From an optimization exercise on the open Yosys and OpenROAD flow, aimed at small area and a short achievable clock period; shortcuts taken in it are not production practice. At most, simulation tests tie the RTL to the original design; equivalence was not proved. For run 2, only the layout was checked, not whether the RTL still works. No activity file was given, so power comes from the tool's default toggle rates.

==> design.v <==
module ray_issue_arbiter #(
  parameter int unsigned H_DISP      = 1280,
  parameter int unsigned V_DISP      = 720,
  parameter int unsigned W           = 16,
  parameter int unsigned CNT_W       = 5,
  parameter int unsigned ADDR_W      = 20,
  parameter int unsigned SCALE_SHIFT = 7,
  parameter int unsigned INFL_W      = 12
) (
  input  logic                clk,
  input  logic                rst,
  input  logic                frame_start,
  output logic                frame_busy,
  output logic                frame_done,
  input  logic [3*W-1:0]      cam_pos,
  input  logic [3*W-1:0]      vp_origin,
  input  logic [3*W-1:0]      vp_u,
  input  logic [3*W-1:0]      vp_v,
  input  logic                rec_valid,
  output logic                rec_ready,
  input  logic [3*W-1:0]      rec_pos,
  input  logic [3*W-1:0]      rec_slope,
  input  logic [CNT_W-1:0]    rec_cnt,
  input  logic [ADDR_W-1:0]   rec_addr,
  input  logic                retire,
  output logic                out_valid,
  input  logic                out_ready,
  output logic [3*W-1:0]      out_pos,
  output logic [3*W-1:0]      out_slope,
  output logic [CNT_W-1:0]    out_cnt,
  output logic [ADDR_W-1:0]   out_addr
);
  localparam int unsigned XW = (H_DISP > 1) ? $clog2(H_DISP) : 1;
  localparam int unsigned AW = W + SCALE_SHIFT;    
  localparam int unsigned VW = 3 * W;
  localparam int unsigned V3 = AW - 3;
  localparam int unsigned LAST_ADDR = H_DISP * V_DISP - 1;
  typedef enum logic [1:0] {
    IDLE  = 2'd0,
    SCAN  = 2'd1,
    DRAIN = 2'd2
  } state_t;
  state_t              state_q, state_d;
  logic                done_c;
  logic [2:0]          xb_q;      
  logic [ADDR_W-1:0]   pix_addr_q;
  logic [INFL_W-1:0]   inflight_q;
  logic                infl_full_q, infl_zero_q;    
  logic [VW-1:0]       cam_q;
  logic                first_q, rs_q;    
  logic                out_vn_q;          
  logic                load_c, issue_c, start_c, row_end_c, last_px_c, retire_eff_c;
  logic [VW-1:0]       new_slope_c;
  assign load_c       = out_vn_q || out_ready;
  assign rec_ready    = !out_valid || out_ready;
  assign start_c      = (state_q == IDLE) && frame_start;
  assign issue_c      = load_c && !rec_valid && (state_q == SCAN) && !infl_full_q;
  assign row_end_c    = (&pix_addr_q[7:0]) && (xb_q == 3'd4);
  assign last_px_c    = (pix_addr_q == ADDR_W'(LAST_ADDR));
  assign retire_eff_c = retire && !infl_zero_q;
  for (genvar c = 0; c < 3; c++) begin : g_axis
    logic [W-1:0]  u_q, v_q;
    logic [AW-1:0] acc_q, row_q, op_a, op_b, sum;
    logic [W-1:0]  org_w, uf, vf;
    logic [AW-1:0] init_s, init_c;
    assign org_w = vp_origin[c*W +: W];
    assign uf    = {vp_u[c*W+W-1], ~vp_u[c*W +: W-1]};    
    assign vf    = {~vp_v[c*W+W-1], vp_v[c*W +: W-1]};    
    logic fs1, fc2, fs3, fc4, fs5, fc6, fs7, fc8, fs9, fc10, fs11, fc12, fs13, fc14, fs15, fc16, fs17, fc18, fs19, fc20, hs21, hc22, fs23, fc24, hs25, hc26, fs27, fc28, fs29, fc30, fs31, fc32, hs33, hc34, fs35, fc36, fs37, fc38, fs39, fc40, fs41, fc42, fs43, fc44, fs45, fc46, fs47, fc48, fs49, fc50, fs51, fc52, fs53, fc54, fs55, fc56, fs57, fc58, fs59, fc60, fs61, fc62, fs63, fc64, fs65, fc66, fs67, fc68, fs69, fc70, fs71, fc72, fs73, fc74, fs75, fc76, fs77, fc78, fs79, fc80, fs81, fc82, fs83, fc84, fs85, fc86, fs87, fc88, hs89, hc90, fs91, fc92, fs93, fc94, fs95, fc96, fs97, fc98, fs99, fc100, fs101, fc102, fs103, fc104, fs105, fc106, fs107, fc108, fs109, fc110, fs111, fc112, fs113, fc114, fs115, fc116, fs117, fc118, fs119, fc120, hs121, hc122, fs123, fc124, fs125, fc126, fs127, fc128, fs129, fc130, fs131, fc132, fs133, fc134, fs135, fc136, fs137, fc138, fs139, fc140, fs141, fc142, fs143, fc144, fs145, fc146, fs147, fc148, fs149, fc150, fs151, fc152, fs153, fc154;
    ray_fa u_fs1 (.a(org_w[2]), .b(uf[2]), .c(uf[0]), .s(fs1), .co(fc2));
    ray_fa u_fs3 (.a(org_w[3]), .b(uf[3]), .c(uf[1]), .s(fs3), .co(fc4));
    ray_fa u_fs5 (.a(org_w[4]), .b(uf[4]), .c(uf[2]), .s(fs5), .co(fc6));
    ray_fa u_fs7 (.a(org_w[5]), .b(uf[5]), .c(uf[3]), .s(fs7), .co(fc8));
    ray_fa u_fs9 (.a(org_w[6]), .b(uf[6]), .c(uf[4]), .s(fs9), .co(fc10));
    ray_fa u_fs11 (.a(org_w[7]), .b(uf[7]), .c(uf[5]), .s(fs11), .co(fc12));
    ray_fa u_fs13 (.a(org_w[8]), .b(uf[8]), .c(uf[6]), .s(fs13), .co(fc14));
    ray_fa u_fs15 (.a(org_w[9]), .b(uf[9]), .c(uf[7]), .s(fs15), .co(fc16));
    ray_fa u_fs17 (.a(org_w[10]), .b(uf[10]), .c(uf[8]), .s(fs17), .co(fc18));
    ray_fa u_fs19 (.a(org_w[11]), .b(uf[11]), .c(uf[9]), .s(fs19), .co(fc20));
    assign hs21 = vf[15] ^ vf[13];
    assign hc22 = vf[15] & vf[13];
    ray_fa u_fs23 (.a(org_w[12]), .b(uf[12]), .c(uf[10]), .s(fs23), .co(fc24));
    assign hs25 = vf[14] ^ vf[13];
    assign hc26 = vf[14] & vf[13];
    ray_fa u_fs27 (.a(org_w[13]), .b(uf[13]), .c(uf[11]), .s(fs27), .co(fc28));
    ray_fa u_fs29 (.a(org_w[0]), .b(uf[0]), .c(vf[4]), .s(fs29), .co(fc30));
    ray_fa u_fs31 (.a(org_w[1]), .b(uf[1]), .c(vf[5]), .s(fs31), .co(fc32));
    assign hs33 = vf[3] ^ vf[2];
    assign hc34 = vf[3] & vf[2];
    ray_fa u_fs35 (.a(fs1), .b(vf[6]), .c(vf[4]), .s(fs35), .co(fc36));
    assign fs37 = vf[3] ^ vf[1] ^ 1'b1;
    assign fc38 = (vf[3] & vf[1]) | (vf[3] & 1'b1) | (vf[1] & 1'b1);
    ray_fa u_fs39 (.a(fs3), .b(vf[7]), .c(vf[5]), .s(fs39), .co(fc40));
    ray_fa u_fs41 (.a(vf[4]), .b(vf[2]), .c(fc2), .s(fs41), .co(fc42));
    ray_fa u_fs43 (.a(fs5), .b(vf[8]), .c(vf[6]), .s(fs43), .co(fc44));
    ray_fa u_fs45 (.a(vf[5]), .b(vf[3]), .c(fc4), .s(fs45), .co(fc46));
    ray_fa u_fs47 (.a(fs7), .b(vf[9]), .c(vf[7]), .s(fs47), .co(fc48));
    ray_fa u_fs49 (.a(vf[6]), .b(vf[4]), .c(fc6), .s(fs49), .co(fc50));
    ray_fa u_fs51 (.a(fs9), .b(vf[10]), .c(vf[8]), .s(fs51), .co(fc52));
    ray_fa u_fs53 (.a(vf[7]), .b(vf[5]), .c(fc8), .s(fs53), .co(fc54));
    ray_fa u_fs55 (.a(fs11), .b(vf[11]), .c(vf[9]), .s(fs55), .co(fc56));
    ray_fa u_fs57 (.a(vf[8]), .b(vf[6]), .c(fc10), .s(fs57), .co(fc58));
    ray_fa u_fs59 (.a(fs13), .b(vf[12]), .c(vf[10]), .s(fs59), .co(fc60));
    ray_fa u_fs61 (.a(vf[9]), .b(vf[7]), .c(fc12), .s(fs61), .co(fc62));
    ray_fa u_fs63 (.a(fs15), .b(vf[13]), .c(vf[11]), .s(fs63), .co(fc64));
    ray_fa u_fs65 (.a(vf[10]), .b(vf[8]), .c(fc14), .s(fs65), .co(fc66));
    ray_fa u_fs67 (.a(fs17), .b(vf[14]), .c(vf[12]), .s(fs67), .co(fc68));
    ray_fa u_fs69 (.a(vf[11]), .b(vf[9]), .c(fc16), .s(fs69), .co(fc70));
    ray_fa u_fs71 (.a(fs19), .b(hs21), .c(vf[12]), .s(fs71), .co(fc72));
    assign fs73 = vf[10] ^ 1'b1 ^ fc18;
    assign fc74 = (vf[10] & 1'b1) | (vf[10] & fc18) | (1'b1 & fc18);
    ray_fa u_fs75 (.a(fs23), .b(hs25), .c(vf[11]), .s(fs75), .co(fc76));
    assign fs77 = 1'b1 ^ fc20 ^ hc22;
    assign fc78 = (1'b1 & fc20) | (1'b1 & hc22) | (fc20 & hc22);
    ray_fa u_fs79 (.a(fs27), .b(vf[15]), .c(vf[14]), .s(fs79), .co(fc80));
    ray_fa u_fs81 (.a(vf[12]), .b(fc24), .c(hc26), .s(fs81), .co(fc82));
    ray_fa u_fs83 (.a(org_w[14]), .b(uf[14]), .c(uf[12]), .s(fs83), .co(fc84));
    ray_fa u_fs85 (.a(vf[15]), .b(vf[13]), .c(fc28), .s(fs85), .co(fc86));
    ray_fa u_fs87 (.a(org_w[15]), .b(uf[15]), .c(uf[13]), .s(fs87), .co(fc88));
    assign hs89 = fs29 ^ vf[2];
    assign hc90 = fs29 & vf[2];
    ray_fa u_fs91 (.a(fs31), .b(hs33), .c(vf[0]), .s(fs91), .co(fc92));
    ray_fa u_fs93 (.a(fs35), .b(fs37), .c(fc32), .s(fs93), .co(fc94));
    ray_fa u_fs95 (.a(fs39), .b(fs41), .c(fc36), .s(fs95), .co(fc96));
    ray_fa u_fs97 (.a(fs43), .b(fs45), .c(fc40), .s(fs97), .co(fc98));
    ray_fa u_fs99 (.a(fs47), .b(fs49), .c(fc44), .s(fs99), .co(fc100));
    ray_fa u_fs101 (.a(fs51), .b(fs53), .c(fc48), .s(fs101), .co(fc102));
    ray_fa u_fs103 (.a(fs55), .b(fs57), .c(fc52), .s(fs103), .co(fc104));
    ray_fa u_fs105 (.a(fs59), .b(fs61), .c(fc56), .s(fs105), .co(fc106));
    ray_fa u_fs107 (.a(fs63), .b(fs65), .c(fc60), .s(fs107), .co(fc108));
    ray_fa u_fs109 (.a(fs67), .b(fs69), .c(fc64), .s(fs109), .co(fc110));
    ray_fa u_fs111 (.a(fs71), .b(fs73), .c(fc68), .s(fs111), .co(fc112));
    ray_fa u_fs113 (.a(fs75), .b(fs77), .c(fc72), .s(fs113), .co(fc114));
    ray_fa u_fs115 (.a(fs79), .b(fs81), .c(fc76), .s(fs115), .co(fc116));
    ray_fa u_fs117 (.a(fs83), .b(fs85), .c(fc80), .s(fs117), .co(fc118));
    ray_fa u_fs119 (.a(fs87), .b(vf[14]), .c(fc84), .s(fs119), .co(fc120));
    assign hs121 = vf[3] ^ vf[1];
    assign hc122 = vf[3] & vf[1];
    assign fs123 = hs89 ^ vf[1] ^ 1'b1;
    assign fc124 = (hs89 & vf[1]) | (hs89 & 1'b1) | (vf[1] & 1'b1);
    ray_fa u_fs125 (.a(fs91), .b(fc30), .c(hc90), .s(fs125), .co(fc126));
    ray_fa u_fs127 (.a(fs93), .b(hc34), .c(fc92), .s(fs127), .co(fc128));
    ray_fa u_fs129 (.a(fs95), .b(fc38), .c(fc94), .s(fs129), .co(fc130));
    ray_fa u_fs131 (.a(fs97), .b(fc42), .c(fc96), .s(fs131), .co(fc132));
    ray_fa u_fs133 (.a(fs99), .b(fc46), .c(fc98), .s(fs133), .co(fc134));
    ray_fa u_fs135 (.a(fs101), .b(fc50), .c(fc100), .s(fs135), .co(fc136));
    ray_fa u_fs137 (.a(fs103), .b(fc54), .c(fc102), .s(fs137), .co(fc138));
    ray_fa u_fs139 (.a(fs105), .b(fc58), .c(fc104), .s(fs139), .co(fc140));
    ray_fa u_fs141 (.a(fs107), .b(fc62), .c(fc106), .s(fs141), .co(fc142));
    ray_fa u_fs143 (.a(fs109), .b(fc66), .c(fc108), .s(fs143), .co(fc144));
    ray_fa u_fs145 (.a(fs111), .b(fc70), .c(fc110), .s(fs145), .co(fc146));
    ray_fa u_fs147 (.a(fs113), .b(fc74), .c(fc112), .s(fs147), .co(fc148));
    ray_fa u_fs149 (.a(fs115), .b(fc78), .c(fc114), .s(fs149), .co(fc150));
    ray_fa u_fs151 (.a(fs117), .b(fc82), .c(fc116), .s(fs151), .co(fc152));
    ray_fa u_fs153 (.a(fs119), .b(fc86), .c(fc118), .s(fs153), .co(fc154));
    assign init_s[0] = 1'b0;
    assign init_c[0] = 1'b0;
    assign init_s[1] = 1'b0;
    assign init_c[1] = 1'b0;
    assign init_s[2] = 1'b0;
    assign init_c[2] = 1'b0;
    assign init_s[3] = vf[0];
    assign init_c[3] = 1'b0;
    assign init_s[4] = vf[1];
    assign init_c[4] = 1'b0;
    assign init_s[5] = vf[2];
    assign init_c[5] = vf[0];
    assign init_s[6] = hs121;
    assign init_c[6] = vf[0];
    assign init_s[7] = fs123;
    assign init_c[7] = hc122;
    assign init_s[8] = fs125;
    assign init_c[8] = fc124;
    assign init_s[9] = fs127;
    assign init_c[9] = fc126;
    assign init_s[10] = fs129;
    assign init_c[10] = fc128;
    assign init_s[11] = fs131;
    assign init_c[11] = fc130;
    assign init_s[12] = fs133;
    assign init_c[12] = fc132;
    assign init_s[13] = fs135;
    assign init_c[13] = fc134;
    assign init_s[14] = fs137;
    assign init_c[14] = fc136;
    assign init_s[15] = fs139;
    assign init_c[15] = fc138;
    assign init_s[16] = fs141;
    assign init_c[16] = fc140;
    assign init_s[17] = fs143;
    assign init_c[17] = fc142;
    assign init_s[18] = fs145;
    assign init_c[18] = fc144;
    assign init_s[19] = fs147;
    assign init_c[19] = fc146;
    assign init_s[20] = fs149;
    assign init_c[20] = fc148;
    assign init_s[21] = fs151;
    assign init_c[21] = fc150;
    assign init_s[22] = fs153;
    assign init_c[22] = fc152;
    assign op_a = rs_q ? row_q : acc_q;
    assign op_b = first_q ? row_q : rs_q ? ~(AW'($signed(v_q))) : AW'($signed(u_q));
    assign sum  = op_a + op_b + AW'(rs_q);
    always_ff @(posedge clk) begin
      if (start_c) begin
        u_q <= vp_u[c*W +: W];
        v_q <= vp_v[c*W +: W];
      end
    end
    logic [AW-1:0] acc_d, row_d;
    logic          acc_sum, acc_hold, row_sum, row_hold;
    assign acc_sum  = issue_c;
    assign acc_hold = !(start_c || issue_c);
    assign row_sum  = issue_c && (rs_q || first_q);
    assign row_hold = !(start_c || row_sum);
    for (genvar i = 0; i < AW; i++) begin : g_bit
      ray_sel3 u_acc (.sa(start_c), .a(init_s[i]), .sb(acc_sum), .b(sum[i]),
                      .sh(acc_hold), .h(acc_q[i]), .y(acc_d[i]));
      ray_sel3 u_row (.sa(start_c), .a(init_c[i]), .sb(row_sum), .b(sum[i]),
                      .sh(row_hold), .h(row_q[i]), .y(row_d[i]));
    end
    always_ff @(posedge clk) begin
      acc_q <= acc_d;
      row_q <= row_d;
    end
    assign new_slope_c[c*W +: W] = sum[AW-1 -: W];
  end
  always_ff @(posedge clk) begin
    if (start_c) begin
      first_q <= 1'b1;
      rs_q    <= 1'b0;
    end else if (issue_c) begin
      first_q <= 1'b0;
      rs_q    <= row_end_c;
    end
  end
  always_ff @(posedge clk or negedge rst) begin
    if (!rst) state_q <= IDLE;
    else      state_q <= state_d;
  end
  always_comb begin
    state_d = state_q;
    done_c  = 1'b0;
    case (state_q)
      IDLE:  if (frame_start) state_d = SCAN;
      SCAN:  if (issue_c && last_px_c) state_d = DRAIN;
      DRAIN: begin
        if (infl_zero_q) begin
          state_d = IDLE;
          done_c  = 1'b1;
        end
      end
      default: state_d = IDLE;
    endcase
  end
  always_ff @(posedge clk or negedge rst) begin
    if (!rst) begin
      frame_busy <= 1'b0;
      frame_done <= 1'b0;
    end else begin
      frame_busy <= (state_d != IDLE);
      frame_done <= done_c;
    end
  end
  always_ff @(posedge clk) begin
    if (start_c) cam_q <= cam_pos;
  end
  always_ff @(posedge clk or negedge rst) begin
    if (!rst) begin
      xb_q       <= '0;
      pix_addr_q <= '0;
    end else if (issue_c) begin
      if (last_px_c) begin
        xb_q       <= '0;
        pix_addr_q <= '0;
      end else begin
        if (&pix_addr_q[7:0]) xb_q <= row_end_c ? 3'd0 : xb_q + 3'd1;
        pix_addr_q <= pix_addr_q + ADDR_W'(1);
      end
    end
  end
  always_ff @(posedge clk or negedge rst) begin
    if (!rst) begin
      inflight_q  <= '0;
      infl_full_q <= 1'b0;
      infl_zero_q <= 1'b1;
    end else begin
      case ({issue_c, retire_eff_c})
        2'b10: begin
          inflight_q  <= inflight_q + INFL_W'(1);
          infl_full_q <= (inflight_q == INFL_W'((1 << INFL_W) - 2));
          infl_zero_q <= 1'b0;
        end
        2'b01: begin
          inflight_q  <= inflight_q - INFL_W'(1);
          infl_full_q <= 1'b0;
          infl_zero_q <= (inflight_q == INFL_W'(1));
        end
        default: ;
      endcase
    end
  end
  always_ff @(posedge clk or negedge rst) begin
    if (!rst)        out_vn_q <= 1'b1;
    else if (load_c) out_vn_q <= !(rec_valid || issue_c);
  end
  logic out_sel_rec, out_sel_prim, out_sel_hold;
  logic [VW-1:0]     out_pos_d, out_slope_d;
  logic [CNT_W-1:0]  out_cnt_d;
  logic [ADDR_W-1:0] out_addr_d;
  assign out_sel_rec  = load_c && rec_valid;
  assign out_sel_prim = issue_c;
  assign out_sel_hold = !(out_sel_rec || out_sel_prim);
  for (genvar i = 0; i < VW; i++) begin : g_out_v
    ray_sel3 u_pos (.sa(out_sel_rec), .a(rec_pos[i]), .sb(out_sel_prim), .b(cam_q[i]),
                    .sh(out_sel_hold), .h(out_pos[i]), .y(out_pos_d[i]));
    ray_sel3 u_slope (.sa(out_sel_rec), .a(rec_slope[i]), .sb(out_sel_prim), .b(new_slope_c[i]),
                      .sh(out_sel_hold), .h(out_slope[i]), .y(out_slope_d[i]));
  end
  for (genvar i = 0; i < CNT_W; i++) begin : g_out_c
    ray_sel2 u_cnt (.sa(out_sel_rec), .a(rec_cnt[i]), .sh(out_sel_hold), .h(out_cnt[i]),
                    .y(out_cnt_d[i]));
  end
  for (genvar i = 0; i < ADDR_W; i++) begin : g_out_a
    ray_sel3 u_addr (.sa(out_sel_rec), .a(rec_addr[i]), .sb(out_sel_prim), .b(pix_addr_q[i]),
                     .sh(out_sel_hold), .h(out_addr[i]), .y(out_addr_d[i]));
  end
  always_ff @(posedge clk or negedge rst) begin
    if (!rst) begin
      out_valid <= 1'b0;
      out_pos   <= '0;
      out_slope <= '0;
      out_cnt   <= '0;
      out_addr  <= '0;
    end else begin
      if (load_c) out_valid <= rec_valid || issue_c;
      out_pos   <= out_pos_d;
      out_slope <= out_slope_d;
      out_cnt   <= out_cnt_d;
      out_addr  <= out_addr_d;
    end
  end
endmodule
module ray_fa (
  input  logic a,
  input  logic b,
  input  logic c,
  output logic s,
  output logic co
);
  assign s  = a ^ b ^ c;
  assign co = (a & b) | (a & c) | (b & c);
endmodule
module ray_sel3 (
  input  logic sa,
  input  logic a,
  input  logic sb,
  input  logic b,
  input  logic sh,
  input  logic h,
  output logic y
);
  assign y = (sa & a) | (sb & b) | (sh & h);
endmodule
module ray_sel2 (
  input  logic sa,
  input  logic a,
  input  logic sh,
  input  logic h,
  output logic y
);
  assign y = (sa & a) | (sh & h);
endmodule
==> flow/run.sh <==
#!/bin/bash
set -euo pipefail
bash standard.sh BUFFER_PORTS_ARGS="-buffer_cell sky130_fd_sc_hd__buf_1" SETUP_SLACK_MARGIN=5.6 CTS_ARGS="-sink_clustering_enable -repair_clock_nets -buf_list sky130_fd_sc_hd__clkbuf_4 -dont_use_dummy_load -sink_clustering_size 10 -sink_clustering_max_diameter 35" finish > flow_make.log 2>&1
==> standard.sh <==
#!/bin/bash
# synth_recipe.tcl (not shown) runs the flow's synth.tcl, then flattens the netlist and writes it again
# the make line also repeats each setting of config.mk as NAME=value (left out here)
make -C /OpenROAD-flow-scripts/flow DESIGN_CONFIG=/design/flow/config.mk WORK_HOME=/design/flow/orfs CLKGATE_MAP_FILE= SYNTH_SCRIPT=/design/flow/synth_recipe.tcl "${@:-finish}"
==> config.mk <==
export PLATFORM = sky130hd
export DESIGN_NAME = ray_issue_arbiter
export DESIGN_NICKNAME = ray_issue_arbiter
export VERILOG_FILES = /design/flow/design.v
export SDC_FILE = /design/flow/constraint.sdc
export NUM_CORES = 4
export LEC_CHECK = 0
export CAP_MARGIN = 20
export CORE_MARGIN = 2
export CORE_UTILIZATION = 40
export CTS_BUF_LIST = sky130_fd_sc_hd__clkbuf_4
export SETUP_SLACK_MARGIN = 5
export SLEW_MARGIN = 20
export SYNTH_HIERARCHICAL = 1
export SYNTH_MINIMUM_KEEP_SIZE = 0
==> constraint.sdc <==
create_clock -name core_clock -period 10.0 [get_ports {clk}]
set_input_delay 2.0000 -clock core_clock [delete_from_list [all_inputs] [get_ports {clk}]]
set_output_delay 2.0000 -clock core_clock [all_outputs]
set_load 0.01 [all_outputs]
==> results of run 1 <==
==> registers in the layout (all words and copies together), names as in the netlist <==
| name | count |
|---|---|
| cam_q | 48 |
| infl_zero_q | 1 |
| out_cnt | 5 |
| inflight_q | 12 |
| frame_busy | 1 |
| out_valid | 1 |
| rs_q | 1 |
| xb_q | 3 |
| infl_full_q | 1 |
| out_vn_q | 1 |
| frame_done | 1 |
| g_axis.row_q | 69 |
| pix_addr_q | 20 |
| state_q | 2 |
| out_addr | 20 |
| out_pos | 48 |
| g_axis.acc_q | 69 |
| first_q | 1 |
| g_axis.v_q | 48 |
| out_slope | 48 |
| g_axis.u_q | 48 |
==> worst min-delay path: stages (launching register included) <==
cell and delay, ns:
edfxtp_1 0.32, a222oi_1 0.06, inv_1 0.06
==> power by group through the flow <==
| stage | clock [mW] | sequential [mW] | combinational, mW |
|---|---|---|---|
| floorplan | 0 | 2.63 | 2.02 |
| global placement | 0 | 2.62 | 2.84 |
| detailed placement | 0 | 2.65 | 2.92 |
| CTS | 1.16 | 2.61 | 2.94 |
| global route | 1.24 | 2.68 | 3.29 |
| finish | 1.10 | 2.62 | 2.93 |
==> per-stage QoR <==
step / instance area, µm² / utilization / setup slack (ns) / hold slack, ns / setup TNS (ns)
floorplan: 26000 / - / -3.17 / 0.432 / -436.82
global placement: 28800 / 0.448 / 4.75 / 0.435 / 0
finish: 29700 / 0.462 / 5.63 / 0.419 / 0
global route: 29700 / 0.462 / 5.58 / 0.409 / 0
CTS: 29600 / 0.461 / 5.61 / 0.425 / 0
detailed placement: 28800 / 0.448 / 4.64 / 0.445 / 0
==> layer usage <==
layer / up-vias / share of wire / GRT usage
met5: - / 0.0014 / 0
met4: 16 / 0.028 / 0.0907
met3: 147 / 0.082 / 0.0509
met2: 840 / 0.48 / 0.373
met1: 10300 / 0.41 / 0.302
li1: 9320 / - / -
==> worst max path at each step <==
stage | endpoint | cells after the start
6_report | rec_ready | 3
2_1_floorplan | g_axis[0].acc_q[0] | 4
3_5_place_dp | g_axis[2].acc_q[20] | 9
5_1_grt | g_axis[1].acc_q[18] | 9
3_3_place_gp | g_axis[1].acc_q[15] | 9
4_1_cts | g_axis[2].row_q[22] | 14
==> modules after synthesis (local to each module, per instance) <==
module / cells / flops+latches
ray_fa: 1 / 0
ray_issue_arbiter: 1541 / 448
ray_sel2: 1 / 0
ray_sel3: 2 / 0
==> final cells by class <==
| cell class | count | area share |
|---|---|---|
| timing repair buffer | 466 | 0.0668 |
| inverter | 391 | 0.0496 |
| antenna | 10 | 0.000843 |
| tap | 855 | 0.0360 |
| clock buffer | 98 | 0.0248 |
| multi-input combinational | 1398 | 0.443 |
| sequential | 448 | 0.379 |
==> layout by cell type, fill, tap and decap left out, types with 11 or more instances in the layout <==
cell type and instances:
ha_1 98, xnor2_1 55, a211oi_1 11, a21oi_1 87, buf_4 11, nand2_1 140
nor2b_1 18, dfxtp_1 138, a222oi_1 254, buf_1 441, dfrtp_1 162, clkbuf_4 99
fa_1 210, edfxtp_1 144, o21ai_0 122, a21o_1 27, mux2_2 65, nor3_1 12
xor2_1 30, conb_1 24, nor2_1 76, inv_1 390, nand3_1 28
==> kinds of logic after synthesis <==
kind of cell / count (synthesis) / synth area share
flops: 448 / 0.434
simple gates: 334 / 0.0599
mux: 71 / 0.0306
compound gates: 574 / 0.173
other cells: 1 / 0.000145
fa+ha+maj: 308 / 0.210
buf+inv: 436 / 0.0636
xor+xnor: 86 / 0.0291
==> what timing repair did <==
action | in CTS | in global routing
setup buffers | 3 | 2
gates resized for setup | 3 | 6
pin swaps | 1 | 1
cloned | 2 | 0
setup endpoints to repair | 72 | 105
hold buffers | 0 | 0
==> qor.yml, run 1 <==
run_status:
  outcome: "no timing/DRC/antenna violations"
clocking:
  numCtsBuffers: 98
  path_clk_slew_ns: 0.10
  clock-sinks: 448
  clk-insertion-delay-late_ns: 0.86
  cts_tree: "done"
  clockBufferDepth: 3
  clock_tree.root_cell: "clkbuf_4"
  htree_levels: 3
logic_synthesis:
  synth_seq_cells: 448
  yosysMostFrequentCell: "inv_1"
  synth_top_area_share: 0.167
  synthArstFlopShare: 0.366
  netlist_area_um2: 25900
  yosysTopAreaCell: "edfxtp_1"
  syn_inst: 2258
  synth_commonest_cells: "inv_1 (391), a222oi_1 (254), fa_1 (210)"
  yosysWarnings: 7
  yosysUniqueCellTypes: 75
  ys_seq_area_frac: 0.434
  synth_edf_count: 144
  synth.top_cells.by_area: "edfxtp_1 (17%), fa_1 (16%), dfrtp_1 (16%)"
  synth.avg_cell_area_um2: 11.5
  synth_ff_type: "dfrtp_1"
detailed_routing:
  drt_iter0_drc: 2411
  drt_first_pass_iters: 11
  wl_per_cell_um: 21.1
  wl_mm: 77.2
  ant_nets: 0
  route.detailed.drc: 0
  via_per_inst: 5.62
  vias: 20600
setup_path:
  timing_worst_setup_path_type: "input pin to primary output"
  r2r_cells: 15
  cp_slowest_stage_delay_ns: 0.13
  start_kind: "input pin"
  rr_startpoint: "first_q"
  path_buf_inv: 2
  cp_top_family: "buffers and inverters"
  startpoint: "out_ready"
  ff2ff_setup_slack_ns: 5.88
  path_cells: "buf_2 > nand2b_1 > buf_1"
  crit_required_ns: 8.00
  slowest_stage: "nand2b_1"
  r2r-end: "g_axis[2].acc_q[22]"
  endpoint_kind: "primary output"
  cp_max_fo: 3
  worstPathArrival_ns: 2.37
cells_and_area:
  num-fill-cells: 6152
  drive_above_1_share: 0.0782
  syn2layout_area_growth_pct: 14.7
  multiInputGateArea_um2: 13200
  finalNonFillerCells: 3666
  fin_nets: 3430
  seqCellArea_um2: 11200
die:
  start_util: 0.403
  dieArea_um2: 66800
  die_w_um: 258
  num_io_pins: 444
  core-area_um2: 64200
  rows: 93
  die_h_um: 258
timing:
  period_minus_slack_ns: 4.37
  setup_viol: 0
  timing.slew.headroom: 0.220
  finClkSkew_ns: 0.0894
  max_freq_ghz: 0.229
  rsz0062_at_grt: "no"
  drv_slew: 0
  min_period_over_period: 0.437
  final_hold_viol_count: 0
  worst_pin_slew_ns: 1.17
worst_hold_path:
  min_from: "cam_q[1]"
  worstHoldPathCells: 2
  worst_hold_path.endpoint: "out_pos[1]"
  min_path_type: "register to register"
pwr:
  vdd_ir_drop_max_mv: 0.0957
  p_int_mw: 4.01
  power.leakage_nw: 12.7
  powerDensity_nw_per_um2: 224
  swShare: 0.398
  seqPwrFrac: 0.394
  switching_power_mw: 2.65
  clockPowerShare: 0.166
  power_frac_comb: 0.441
  power_mw: 6.66
place:
  place.port_buffers: 443
  dpl.hpwl_mm: 54.4
  place_inst: 3550
  gp_congestion: 0.849
global_route:
  groute.usage.overall: 0.230
  grt_pass1_wl_mm: 120
  antenna_found_initial: 16
  grt_max_degree: 192
  grt_overflow: 0
  grt_pass1_vias: 21300
job:
  drv_cap: 0
==> run 2: changes to the inputs <==
--- a/design.v
+++ b/design.v
@@ -202,27 +202,16 @@
     assign op_a = rs_q ? row_q : acc_q;
     assign op_b = first_q ? row_q : rs_q ? ~(AW'($signed(v_q))) : AW'($signed(u_q));
-    assign sum  = op_a + op_b + AW'(rs_q);
+    ray_add u_add (.a(op_a), .b(op_b), .cin(rs_q), .s(sum));
     always_ff @(posedge clk) begin
       if (start_c) begin
-        u_q <= vp_u[c*W +: W];
-        v_q <= vp_v[c*W +: W];
+        u_q   <= vp_u[c*W +: W];
+        v_q   <= vp_v[c*W +: W];
+        acc_q <= init_s;
+        row_q <= init_c;
+      end else if (issue_c) begin
+        acc_q <= sum;
+        if (rs_q || first_q) row_q <= sum;
       end
     end
-    logic [AW-1:0] acc_d, row_d;
-    logic          acc_sum, acc_hold, row_sum, row_hold;
-    assign acc_sum  = issue_c;
-    assign acc_hold = !(start_c || issue_c);
-    assign row_sum  = issue_c && (rs_q || first_q);
-    assign row_hold = !(start_c || row_sum);
-    for (genvar i = 0; i < AW; i++) begin : g_bit
-      ray_sel3 u_acc (.sa(start_c), .a(init_s[i]), .sb(acc_sum), .b(sum[i]),
-                      .sh(acc_hold), .h(acc_q[i]), .y(acc_d[i]));
-      ray_sel3 u_row (.sa(start_c), .a(init_c[i]), .sb(row_sum), .b(sum[i]),
-                      .sh(row_hold), .h(row_q[i]), .y(row_d[i]));
-    end
-    always_ff @(posedge clk) begin
-      acc_q <= acc_d;
-      row_q <= row_d;
-    end
     assign new_slope_c[c*W +: W] = sum[AW-1 -: W];
   end
@@ -306,25 +295,4 @@
     else if (load_c) out_vn_q <= !(rec_valid || issue_c);
   end
-  logic out_sel_rec, out_sel_prim, out_sel_hold;
-  logic [VW-1:0]     out_pos_d, out_slope_d;
-  logic [CNT_W-1:0]  out_cnt_d;
-  logic [ADDR_W-1:0] out_addr_d;
-  assign out_sel_rec  = load_c && rec_valid;
-  assign out_sel_prim = issue_c;
-  assign out_sel_hold = !(out_sel_rec || out_sel_prim);
-  for (genvar i = 0; i < VW; i++) begin : g_out_v
-    ray_sel3 u_pos (.sa(out_sel_rec), .a(rec_pos[i]), .sb(out_sel_prim), .b(cam_q[i]),
-                    .sh(out_sel_hold), .h(out_pos[i]), .y(out_pos_d[i]));
-    ray_sel3 u_slope (.sa(out_sel_rec), .a(rec_slope[i]), .sb(out_sel_prim), .b(new_slope_c[i]),
-                      .sh(out_sel_hold), .h(out_slope[i]), .y(out_slope_d[i]));
-  end
-  for (genvar i = 0; i < CNT_W; i++) begin : g_out_c
-    ray_sel2 u_cnt (.sa(out_sel_rec), .a(rec_cnt[i]), .sh(out_sel_hold), .h(out_cnt[i]),
-                    .y(out_cnt_d[i]));
-  end
-  for (genvar i = 0; i < ADDR_W; i++) begin : g_out_a
-    ray_sel3 u_addr (.sa(out_sel_rec), .a(rec_addr[i]), .sb(out_sel_prim), .b(pix_addr_q[i]),
-                     .sh(out_sel_hold), .h(out_addr[i]), .y(out_addr_d[i]));
-  end
   always_ff @(posedge clk or negedge rst) begin
     if (!rst) begin
@@ -334,10 +302,20 @@
       out_cnt   <= '0;
       out_addr  <= '0;
-    end else begin
-      if (load_c) out_valid <= rec_valid || issue_c;
-      out_pos   <= out_pos_d;
-      out_slope <= out_slope_d;
-      out_cnt   <= out_cnt_d;
-      out_addr  <= out_addr_d;
+    end else if (load_c) begin
+      if (rec_valid) begin
+        out_valid <= 1'b1;
+        out_pos   <= rec_pos;
+        out_slope <= rec_slope;
+        out_cnt   <= rec_cnt;
+        out_addr  <= rec_addr;
+      end else if (issue_c) begin
+        out_valid <= 1'b1;
+        out_pos   <= cam_q;
+        out_slope <= new_slope_c;
+        out_cnt   <= '0;
+        out_addr  <= pix_addr_q;
+      end else begin
+        out_valid <= 1'b0;
+      end
     end
   end
@@ -353,22 +331,121 @@
   assign co = (a & b) | (a & c) | (b & c);
 endmodule
-module ray_sel3 (
-  input  logic sa,
-  input  logic a,
-  input  logic sb,
-  input  logic b,
-  input  logic sh,
-  input  logic h,
-  output logic y
-);
-  assign y = (sa & a) | (sb & b) | (sh & h);
-endmodule
-module ray_sel2 (
-  input  logic sa,
-  input  logic a,
-  input  logic sh,
-  input  logic h,
-  output logic y
+module ray_add (
+  input  logic [22:0] a,
+  input  logic [22:0] b,
+  input  logic        cin,
+  output logic [22:0] s
 );
-  assign y = (sa & a) | (sh & h);
+  logic [22:0] pb, gb;
+  logic        gc;
+  logic g1, g2, g3, g4, g5, g6, g7, g8, g9, g10, g11, g12, g13, g14, g15, g16, g17, g18, g19, g20, g21, g22, g23, g24, g25, g26, g27, g28, g29, g30, g31, g32, g33, g34, g35, g36, g37, g38, g39, g40, g41, g42, g43, g44, g45, g46, g47, g48, g49, g50, g51, p2, p3, p4, p5, p6, p7, p8, p9, p10, p11, p13, p14, p15, p16, p17, p18, p19, p20, p21, p24, p25, p26, p27, p28, p29, p30, p35, p36, p37;
+  logic [23:0] c;
+  assign pb = a ^ b;
+  assign gb = a & b;
+  assign gc = gb[0] | (pb[0] & cin);
+  assign g1 = gb[1] | (pb[1] & gc);
+  assign g2 = gb[3] | (pb[3] & gb[2]);
+  assign p2 = pb[3] & pb[2];
+  assign g3 = gb[5] | (pb[5] & gb[4]);
+  assign p3 = pb[5] & pb[4];
+  assign g4 = gb[7] | (pb[7] & gb[6]);
+  assign p4 = pb[7] & pb[6];
+  assign g5 = gb[9] | (pb[9] & gb[8]);
+  assign p5 = pb[9] & pb[8];
+  assign g6 = gb[11] | (pb[11] & gb[10]);
+  assign p6 = pb[11] & pb[10];
+  assign g7 = gb[13] | (pb[13] & gb[12]);
+  assign p7 = pb[13] & pb[12];
+  assign g8 = gb[15] | (pb[15] & gb[14]);
+  assign p8 = pb[15] & pb[14];
+  assign g9 = gb[17] | (pb[17] & gb[16]);
+  assign p9 = pb[17] & pb[16];
+  assign g10 = gb[19] | (pb[19] & gb[18]);
+  assign p10 = pb[19] & pb[18];
+  assign g11 = gb[21] | (pb[21] & gb[20]);
+  assign p11 = pb[21] & pb[20];
+  assign g12 = g2 | (p2 & g1);
+  assign g13 = g3 | (p3 & g2);
+  assign p13 = p3 & p2;
+  assign g14 = g4 | (p4 & g3);
+  assign p14 = p4 & p3;
+  assign g15 = g5 | (p5 & g4);
+  assign p15 = p5 & p4;
+  assign g16 = g6 | (p6 & g5);
+  assign p16 = p6 & p5;
+  assign g17 = g7 | (p7 & g6);
+  assign p17 = p7 & p6;
+  assign g18 = g8 | (p8 & g7);
+  assign p18 = p8 & p7;
+  assign g19 = g9 | (p9 & g8);
+  assign p19 = p9 & p8;
+  assign g20 = g10 | (p10 & g9);
+  assign p20 = p10 & p9;
+  assign g21 = g11 | (p11 & g10);
+  assign p21 = p11 & p10;
+  assign g22 = g13 | (p13 & g1);
+  assign g23 = g14 | (p14 & g12);
+  assign g24 = g15 | (p15 & g13);
+  assign p24 = p15 & p13;
+  assign g25 = g16 | (p16 & g14);
+  assign p25 = p16 & p14;
+  assign g26 = g17 | (p17 & g15);
+  assign p26 = p17 & p15;
+  assign g27 = g18 | (p18 & g16);
+  assign p27 = p18 & p16;
+  assign g28 = g19 | (p19 & g17);
+  assign p28 = p19 & p17;
+  assign g29 = g20 | (p20 & g18);
+  assign p29 = p20 & p18;
+  assign g30 = g21 | (p21 & g19);
+  assign p30 = p21 & p19;
+  assign g31 = g24 | (p24 & g1);
+  assign g32 = g25 | (p25 & g12);
+  assign g33 = g26 | (p26 & g22);
+  assign g34 = g27 | (p27 & g23);
+  assign g35 = g28 | (p28 & g24);
+  assign p35 = p28 & p24;
+  assign g36 = g29 | (p29 & g25);
+  assign p36 = p29 & p25;
+  assign g37 = g30 | (p30 & g26);
+  assign p37 = p30 & p26;
+  assign g38 = g35 | (p35 & g1);
+  assign g39 = g36 | (p36 & g12);
+  assign g40 = g37 | (p37 & g22);
+  assign g41 = gb[2] | (pb[2] & g1);
+  assign g42 = gb[4] | (pb[4] & g12);
+  assign g43 = gb[6] | (pb[6] & g22);
+  assign g44 = gb[8] | (pb[8] & g23);
+  assign g45 = gb[10] | (pb[10] & g31);
+  assign g46 = gb[12] | (pb[12] & g32);
+  assign g47 = gb[14] | (pb[14] & g33);
+  assign g48 = gb[16] | (pb[16] & g34);
+  assign g49 = gb[18] | (pb[18] & g38);
+  assign g50 = gb[20] | (pb[20] & g39);
+  assign g51 = gb[22] | (pb[22] & g40);
+  assign c[0] = cin;
+  assign c[1] = gc;
+  assign c[2] = g1;
+  assign c[3] = g41;
+  assign c[4] = g12;
+  assign c[5] = g42;
+  assign c[6] = g22;
+  assign c[7] = g43;
+  assign c[8] = g23;
+  assign c[9] = g44;
+  assign c[10] = g31;
+  assign c[11] = g45;
+  assign c[12] = g32;
+  assign c[13] = g46;
+  assign c[14] = g33;
+  assign c[15] = g47;
+  assign c[16] = g34;
+  assign c[17] = g48;
+  assign c[18] = g38;
+  assign c[19] = g49;
+  assign c[20] = g39;
+  assign c[21] = g50;
+  assign c[22] = g40;
+  assign c[23] = g51;
+  assign s = pb ^ c[22:0];
 endmodule
==> qor.yml, run 2 <==
timing:
  period_minus_slack_ns: 4.38
  worst_slack_ns: 5.62
  drv_slew: 0
  final.setup.tns_ns: 0
  finClkSkew_ns: 0.133
  setup_viol: 0
  rsz0062_at_grt: "yes"
  final_hold_viol_count: 0
  worst_pin_slew_ns: 1.09
  max_freq_ghz: 0.228
  min_period_over_period: 0.438
  hold_ws_ns: 0.453
  timing.slew.headroom: 0.271
clocking:
  clk-insertion-delay-late_ns: 0.90
  numCtsBuffers: 105
  clock-sinks: 448
  path_clk_slew_ns: 0.04
  clockBufferDepth: 3
  cts_tree: "done"
  htree_levels: 3
  clock_tree.root_cell: "clkbuf_4"
cells_and_area:
  syn2layout_area_growth_pct: 13.1
  fin_nets: 3343
  final_common_cell: "buf_1"
  biggestRegsByFlops: "g_axis.acc_q (69), g_axis.row_q (69)"
  finalNonFillerCells: 3573
  final_cell_mix: "buf_1 (439), edfxtp_1 (258), fa_1 (234), nand2_1 (232)"
  drive_above_1_share: 0.0964
setup_path:
  slowest_stage: "nand2b_4"
  startpoint: "out_ready"
  crit_required_ns: 8.00
  endpoint_kind: "primary output"
  timing_worst_setup_path_type: "input pin to primary output"
  path_cells: "buf_6 > nand2b_4 > buf_2"
  start_kind: "input pin"
  ff2ff_setup_slack_ns: 5.91
  path_buf_inv: 2
  crit_end: "rec_ready"
  cp_max_fo: 6
  worstPathArrival_ns: 2.38
  r2r_cells: 15
  cp_slowest_stage_delay_ns: 0.13
  rr_startpoint: "first_q"
  path_depth: 3
  r2r-end: "g_axis[0].acc_q[19]"
  cp_top_family: "buffers and inverters"
place:
  dpl.hpwl_mm: 54.5
  place.port_buffers: 443
  pre_cts_slack_ns: 4.80
  place_inst: 3452
  gp_congestion: 0.870
run_status:
  outcome: "no timing/DRC/antenna violations"
pwr:
  vdd_ir_drop_max_mv: 0.0797
  power_frac_comb: 0.247
  powerDensity_nw_per_um2: 143
  swShare: 0.316
  seqPwrFrac: 0.492
  switching_power_mw: 1.40
  p_int_mw: 3.03
  clockPowerShare: 0.261
  power_mw: 4.42
  power.leakage_nw: 12.5
global_route:
  grtUsageMet2: 0.355
  use_met3: 0.0379
  groute.usage.overall: 0.213
  grt.met1_usage: 0.281
  grt_pass1_wl_mm: 116
  grt_max_degree: 111
  grt_overflow: 0
  antenna_found_initial: 4
  grt-busiest-layer: "met2"
  grt_pass1_vias: 20300
logic_synthesis:
  synth_top_area_share: 0.282
  syn_inst: 2213
  synth.avg_cell_area_um2: 12.4
  synth_edf_count: 258
  synth_seq_cells: 448
  ys_seq_area_frac: 0.451
  netlist_area_um2: 27500
  synth_ff_type: "edfxtp_1"
  synth_commonest_cells: "edfxtp_1 (258), fa_1 (240), nand2_1 (233)"
  yosysMostFrequentCell: "edfxtp_1"
  synth.top_cells.by_area: "edfxtp_1 (28%), fa_1 (17%), dfrtp_1 (15%)"
  yosysWarnings: 7
  yosysTopAreaCell: "edfxtp_1"
  yosysUniqueCellTypes: 71
  synthArstFlopShare: 0.366
die:
  dieArea_um2: 70800
  rows: 96
  num_io_pins: 444
  start_util: 0.402
  die_h_um: 266
  die_w_um: 266
  core-area_um2: 68200
detailed_routing:
  route.detailed.drc: 0
  drt_iter0_drc: 1067
  vias: 18900
  drt_first_pass_iters: 7
  wl_mm: 74.5
  wl_per_cell_um: 20.8
  via_per_inst: 5.28
  ant_nets: 0
worst_hold_path:
  min_path_type: "register to register"
job:
  drv_cap: 0
run 2: cell count changes in the layout (fill, tap and decap cells not counted), sizes merged, moves of 24 or more:
cell	previous run	this run
a21oi	88	41
mux2i	6	182
conb	24	0
o21ai	124	186
a222oi	254	0
dfxtp	140	26
fa	210	240
xnor2	55	20
nand2	140	233
edfxtp	144	258
a22o	6	110
inv	390	190
nor2	83	38
run 2: worst min path at each step:
stage                       startpoint                 end  slack [ns]  cells after the start
global route        g_axis[0].acc_q[1]  g_axis[0].acc_q[1]        0.48                      2
floorplan           g_axis[0].acc_q[0]  g_axis[0].acc_q[0]        0.43                      2
CTS                 g_axis[2].acc_q[0]  g_axis[2].acc_q[0]        0.46                      2
global placement    g_axis[0].acc_q[1]  g_axis[0].acc_q[1]        0.44                      2
finish              g_axis[1].acc_q[2]  g_axis[1].acc_q[2]        0.45                      2
detailed placement  g_axis[2].acc_q[0]  g_axis[2].acc_q[0]        0.45                      2
run 2: worst min-delay path, stage by stage, from the launching register on:
cell	delay, ns
dfxtp_1	0.30
nand2_1	0.05
a21oi_1	0.05
run 2: cells by family after synthesis:
| family | count (synthesis) | synth area share |
|---|---|---|
| flip-flops | 448 | 0.451 |
| AO/OA/AOI/OAI | 431 | 0.106 |
| AND/OR/NAND/NOR | 399 | 0.0692 |
| adder cells (fa/ha/maj) | 335 | 0.218 |
| buffers and inverters | 292 | 0.0412 |
| multiplexers | 251 | 0.0946 |
| XOR/XNOR | 57 | 0.0202 |
run 2: layout make-up:
class / count / area, µm²
Tap cell: 882 / 1100
Clock buffer: 105 / 788
Timing Repair Buffer: 471 / 2010
Multi-Input combinational cell: 1473 / 14000
Sequential cell: 448 / 12400
Fill cell: 6351 / 37200
Antenna cell: 4 / 10.0
Inverter: 190 / 721
run 2: what timing repair did:
| item | 4_1_cts | 5_1_grt |
|---|---|---|
| hold buffers | 0 | 0 |
| buffers inserted | 3 | 8 |
| endpoints found under the hold margin | 0 | 0 |
| setup endpoints to repair | 120 | 61 |
| gates cloned | 0 | 1 |
| resized for setup | 10 | 10 |
run 2: power groups by stage:
stage / clock network [mW] / registers (mW) / logic [mW]
2_1_floorplan: 0 / 2.21 / 0.714
3_5_place_dp: 0 / 2.21 / 1.12
3_3_place_gp: 0 / 2.21 / 1.09
6_report: 1.15 / 2.18 / 1.09
5_1_grt: 1.28 / 2.19 / 1.26
4_1_cts: 1.21 / 2.18 / 1.12
run 2: per-stage QoR:
step	area (µm²)	util
after CTS	30900	0.453
final	31000	0.455
after global routing	31000	0.455
after floorplan	27500	-
after global placement	30000	0.440
after detailed placement	30000	0.440
run 2: layer usage:
layer  wire [µm]  up-vias  part of all wire
met2       36600      535              0.49
met3        3830      134             0.051
met4        2020        0             0.027
met1       32000     9487              0.43
li1            -     8696                 -
met5           0        -                 0
run 2: Yosys stat by module, one instance, submodules excluded:
module	cells inside	flops+latches
ray_issue_arbiter	1667	448
ray_add	114	0
ray_fa	1	0

port drivers added, routing unchanged:
The results above use ideal ports. As a check the final layouts listed here were re-extracted and re-timed, cells and wires unchanged.
Step 1, drivers: a clkbuf_16 drives clk and a buf_2 each remaining input, both assumed.
Step 2 times the ports against the registers' clock, not the clock port: input delays grow and output delays shrink by t, the midpoint of the rising clock arrivals with the driver on.
a / b / c = ideal ports / drivers / drivers and shift; a / b = the first two.
run	t (ns)	slack for setup (ns)	worst setup path at the end
run 1	0.866	5.625 / 5.604 / 4.904	input to register
run 2	0.896	5.621 / 5.587 / 4.974	input to register
After both steps every run listed still meets setup and hold. For run 1, which loses most, drivers alone change the setup slack by -0.021 ns; drivers and shift together by -0.721 ns.
